What follows belongs to an exercise in optimizing a design on an open flow for small area and a short achievable clock period; a production flow would make more cautious choices.
In this exercise RTL edits were held to simulation tests only and were not proved equivalent to the original.

the baseline:
==> flow/design.v <==
module sync_fifo_mem #(
    parameter int ADDR_WIDTH = 8,
    parameter int DATA_WIDTH = 8,
    parameter int DEPTH      = 256
) (
    input  logic                  clk,
    input  logic                  shift,
    input  logic                  hold,
    input  logic [(1 << (ADDR_WIDTH - ADDR_WIDTH/2))-1:0] wsel_hi,   
    input  logic [(1 << (ADDR_WIDTH - ADDR_WIDTH/2))-1:0] wsel_lo,   
    input  logic [DATA_WIDTH-1:0] wdata,
    output logic [DATA_WIDTH-1:0] a0,
    output logic [DATA_WIDTH-1:0] a1
);
    logic [DATA_WIDTH-1:0] mem [DEPTH];
    logic [DATA_WIDTH-1:0] wdata_n;
    assign wdata_n = ~wdata;
    for (genvar i = 0; i < DEPTH; i++) begin : g_entry
        logic                  ld_n;
        logic [DATA_WIDTH-1:0] up;
        if (i == DEPTH-1) begin : g_top
            assign up = '0;
        end else begin : g_mid
            assign up = mem[i+1];
        end
        assign ld_n = ~(wsel_hi[i >> (ADDR_WIDTH/2)] & wsel_lo[i % (1 << (ADDR_WIDTH/2))]);
        for (genvar b = 0; b < DATA_WIDTH; b++) begin : g_bit
            sync_fifo_row #(.DATA_WIDTH(1)) u_row (
                .clk    (clk),
                .shift  (shift),
                .hold   (hold),
                .ld_n   (ld_n),
                .wdata_n(wdata_n[b]),
                .up     (up[b]),
                .q      (mem[i][b])
            );
        end
    end
    assign a0 = mem[0];
    assign a1 = mem[1];
endmodule
module sync_fifo_row #(
    parameter int DATA_WIDTH = 8
) (
    input  logic                  clk,
    input  logic                  shift,
    input  logic                  hold,
    input  logic                  ld_n,
    input  logic [DATA_WIDTH-1:0] wdata_n,
    input  logic [DATA_WIDTH-1:0] up,
    output logic [DATA_WIDTH-1:0] q
);
    always_ff @(posedge clk) begin
        q <= ({DATA_WIDTH{shift}} & up) |
             ({DATA_WIDTH{hold}}  & q) |
             ~({DATA_WIDTH{ld_n}} | wdata_n);
    end
endmodule
module sync_fifo #(
    parameter int ADDR_WIDTH = 8,
    parameter int DATA_WIDTH = 8
) (
    input  logic                  clk,
    input  logic                  rst,
    input  logic [DATA_WIDTH-1:0] w_data,
    input  logic                  w_push,
    output logic                  w_full,
    input  logic                  r_pop,
    output logic [DATA_WIDTH-1:0] r_data,
    output logic                  r_empty,
    output logic [ADDR_WIDTH:0]   count,
    output logic                  overflow,
    output logic                  underflow
);
    localparam int DEPTH = 1 << ADDR_WIDTH;
    localparam int LO_W  = ADDR_WIDTH / 2;
    localparam int HI_W  = ADDR_WIDTH - LO_W;
    localparam int LSEL  = 1 << HI_W;      
    logic [ADDR_WIDTH:0]   cnt_q, cnt_n_q;
    logic                  empty_q, nempty_q;
    logic                  overflow_q, underflow_q;
    logic [DATA_WIDTH-1:0] rdata_q;
    logic                  st_shift_q;    
    logic                  st_hold_q;     
    logic [LSEL-1:0]       st_hi_q, st_lo_q;
    logic [DATA_WIDTH-1:0] st_data_q;
    logic                  st_head_q;     
    logic [DATA_WIDTH-1:0] a0, a1;        
    logic                  push_ok, pop_ok;
    logic [ADDR_WIDTH:0]   cnt, cnt_inc, cnt_dec, cnt_d;
    logic                  empty, cnt_is1, empty_d;
    logic [DATA_WIDTH-1:0] head;
    logic [ADDR_WIDTH-1:0] pos;
    assign cnt     = ~cnt_n_q;
    assign empty   = ~nempty_q;
    assign push_ok = w_push & ~cnt[ADDR_WIDTH];
    assign pop_ok  = r_pop & ~empty;
    assign cnt_inc = cnt + 1'b1;
    assign cnt_dec = cnt - 1'b1;
    assign pos     = pop_ok ? cnt_dec[ADDR_WIDTH-1:0] : cnt[ADDR_WIDTH-1:0];
    assign cnt_is1 = (cnt == (ADDR_WIDTH+1)'(1));
    always_comb begin
        if (rst)                    cnt_d = '0;
        else if (push_ok & ~pop_ok) cnt_d = cnt_inc;
        else if (pop_ok & ~push_ok) cnt_d = cnt_dec;
        else                        cnt_d = cnt;
        empty_d = rst | (empty & ~push_ok) | (cnt_is1 & pop_ok & ~push_ok);
    end
    assign head = st_head_q ? st_data_q : (st_shift_q ? a1 : a0);
    always_ff @(posedge clk) begin
        cnt_q    <= cnt_d;
        cnt_n_q  <= ~cnt_d;
        empty_q  <= empty_d;
        nempty_q <= ~empty_d;
    end
    always_ff @(posedge clk) begin
        if (rst) begin
            overflow_q  <= 1'b0;
            underflow_q <= 1'b0;
            rdata_q     <= '0;
            st_shift_q  <= 1'b0;
            st_hold_q   <= 1'b0;
            st_hi_q     <= '0;
            st_head_q   <= 1'b0;
        end else begin
            overflow_q  <= w_push & cnt[ADDR_WIDTH];
            underflow_q <= r_pop & empty;
            if (pop_ok) rdata_q <= head;
            st_shift_q  <= pop_ok;
            st_hold_q   <= ~pop_ok;
            st_hi_q     <= push_ok ? LSEL'(1) << pos[ADDR_WIDTH-1:LO_W] : '0;
            st_head_q   <= push_ok & (empty | (cnt_is1 & pop_ok));
        end
    end
    always_ff @(posedge clk) begin
        st_data_q <= w_data;
        st_lo_q   <= LSEL'(1) << pos[LO_W-1:0];
    end
    sync_fifo_mem #(
        .ADDR_WIDTH(ADDR_WIDTH),
        .DATA_WIDTH(DATA_WIDTH),
        .DEPTH     (DEPTH)
    ) u_mem (
        .clk  (clk),
        .shift(st_shift_q),
        .hold (st_hold_q),
        .wsel_hi(st_hi_q),
        .wsel_lo(st_lo_q),
        .wdata(st_data_q),
        .a0   (a0),
        .a1   (a1)
    );
    assign count     = cnt_q;
    assign w_full    = cnt_q[ADDR_WIDTH];
    assign r_empty   = empty_q;
    assign overflow  = overflow_q;
    assign underflow = underflow_q;
    assign r_data    = rdata_q;
endmodule
export LEC_CHECK = 0
export CAP_MARGIN = 20
export CORE_MARGIN = 2
export CORE_UTILIZATION = 80
export CTS_CLUSTER_DIAMETER = 100
export CTS_CLUSTER_SIZE = 30
export SETUP_SLACK_MARGIN = 1.9
export SLEW_MARGIN = 20
export SYNTH_HIERARCHICAL = 1
export TNS_END_PERCENT = 5
create_clock -name core_clock -period 3.7 [get_ports {clk}]
run.sh (not shown) runs the stock make flow with config.mk's settings and CLKGATE_MAP_FILE= SYNTH_SCRIPT=/design/flow/synth_recipe.tcl, a recipe that flattens the netlist after the stock synthesis.
The following lists how the candidate was set up differently from the baseline:
--- a/flow/design.v
+++ b/flow/design.v
@@ -78,9 +78,9 @@
     localparam int LSEL  = 1 << HI_W;      
     logic [ADDR_WIDTH:0]   cnt_q, cnt_n_q;
     logic                  empty_q, nempty_q;
     logic                  overflow_q, underflow_q;
-    logic [DATA_WIDTH-1:0] rdata_q;
+    logic [DATA_WIDTH-1:0] rdata_q, rdata_n_q, rdata_d;
     logic                  st_shift_q;    
     logic                  st_hold_q;     
     logic [LSEL-1:0]       st_hi_q, st_lo_q;
     logic [DATA_WIDTH-1:0] st_data_q;
@@ -106,9 +106,16 @@
         else                        cnt_d = cnt;
         empty_d = rst | (empty & ~push_ok) | (cnt_is1 & pop_ok & ~push_ok);
     end
     assign head = st_head_q ? st_data_q : (st_shift_q ? a1 : a0);
+    always_comb begin
+        if (rst)         rdata_d = '0;
+        else if (pop_ok) rdata_d = head;
+        else             rdata_d = ~rdata_n_q;
+    end
     always_ff @(posedge clk) begin
+        rdata_q   <= rdata_d;
+        rdata_n_q <= ~rdata_d;
         cnt_q    <= cnt_d;
         cnt_n_q  <= ~cnt_d;
         empty_q  <= empty_d;
         nempty_q <= ~empty_d;
@@ -116,17 +123,15 @@
     always_ff @(posedge clk) begin
         if (rst) begin
             overflow_q  <= 1'b0;
             underflow_q <= 1'b0;
-            rdata_q     <= '0;
             st_shift_q  <= 1'b0;
             st_hold_q   <= 1'b0;
             st_hi_q     <= '0;
             st_head_q   <= 1'b0;
         end else begin
             overflow_q  <= w_push & cnt[ADDR_WIDTH];
             underflow_q <= r_pop & empty;
-            if (pop_ok) rdata_q <= head;
             st_shift_q  <= pop_ok;
             st_hold_q   <= ~pop_ok;
             st_hi_q     <= push_ok ? LSEL'(1) << pos[ADDR_WIDTH-1:LO_W] : '0;
             st_head_q   <= push_ok & (empty | (cnt_is1 & pop_ok));
--- outcome ---
The candidate did not stop at any stage, and its layout met the timing, DRC and antenna checks.
The baseline ended with every stage complete and zero timing, DRC or antenna violations.
On final critical-path setup slack, the baseline tracks the candidate almost exactly.
The achievable frequency was comparable across the baseline and the candidate.
When the candidate is measured against the baseline, its global routing met2 resource utilization turns out 1.6 points higher.
Comparing the baseline and the candidate, the higher first-iteration DRC count is on the candidate.
Max signed area change from the synthesized netlist to the final layout across the baseline and the candidate: the candidate

==> afterwards: timing with drivers on the ports <==
Ports are ideal in the flow. The routed layouts listed here were re-timed in OpenROAD.
Step 1 (the two cells are an assumption about what drives the block):
set clk [get_ports {clk}]
set_driving_cell -lib_cell sky130_fd_sc_hd__clkbuf_16 $clk
set_driving_cell -lib_cell sky130_fd_sc_hd__buf_2 [delete_from_list [all_inputs] $clk]
Step 2 moves the port delays by t, midway between the first and last clock arrival at a register: inputs arrive t later, outputs are due t later. That takes back most of the time a late clock gives input paths.
Slacks: no drivers / after step 1 / after step 2; pairs: no drivers / after step 1.
| run | shift t [ns] | setup WS [ns] | latest minus earliest clock arrival (ns) | cell pins on the clock port's net |
|---|---|---|---|---|
| the baseline | 0.758 | 1.740 / 1.706 / 1.195 | 0.030 / 0.031 | 1 |
| the candidate | 0.760 | 1.738 / 1.670 / 1.215 | 0.029 / 0.029 | 1 |
After both steps every run listed still meets setup and hold. For the baseline, which loses most, drivers alone change the setup slack by -0.034 ns; drivers and shift together by -0.545 ns.
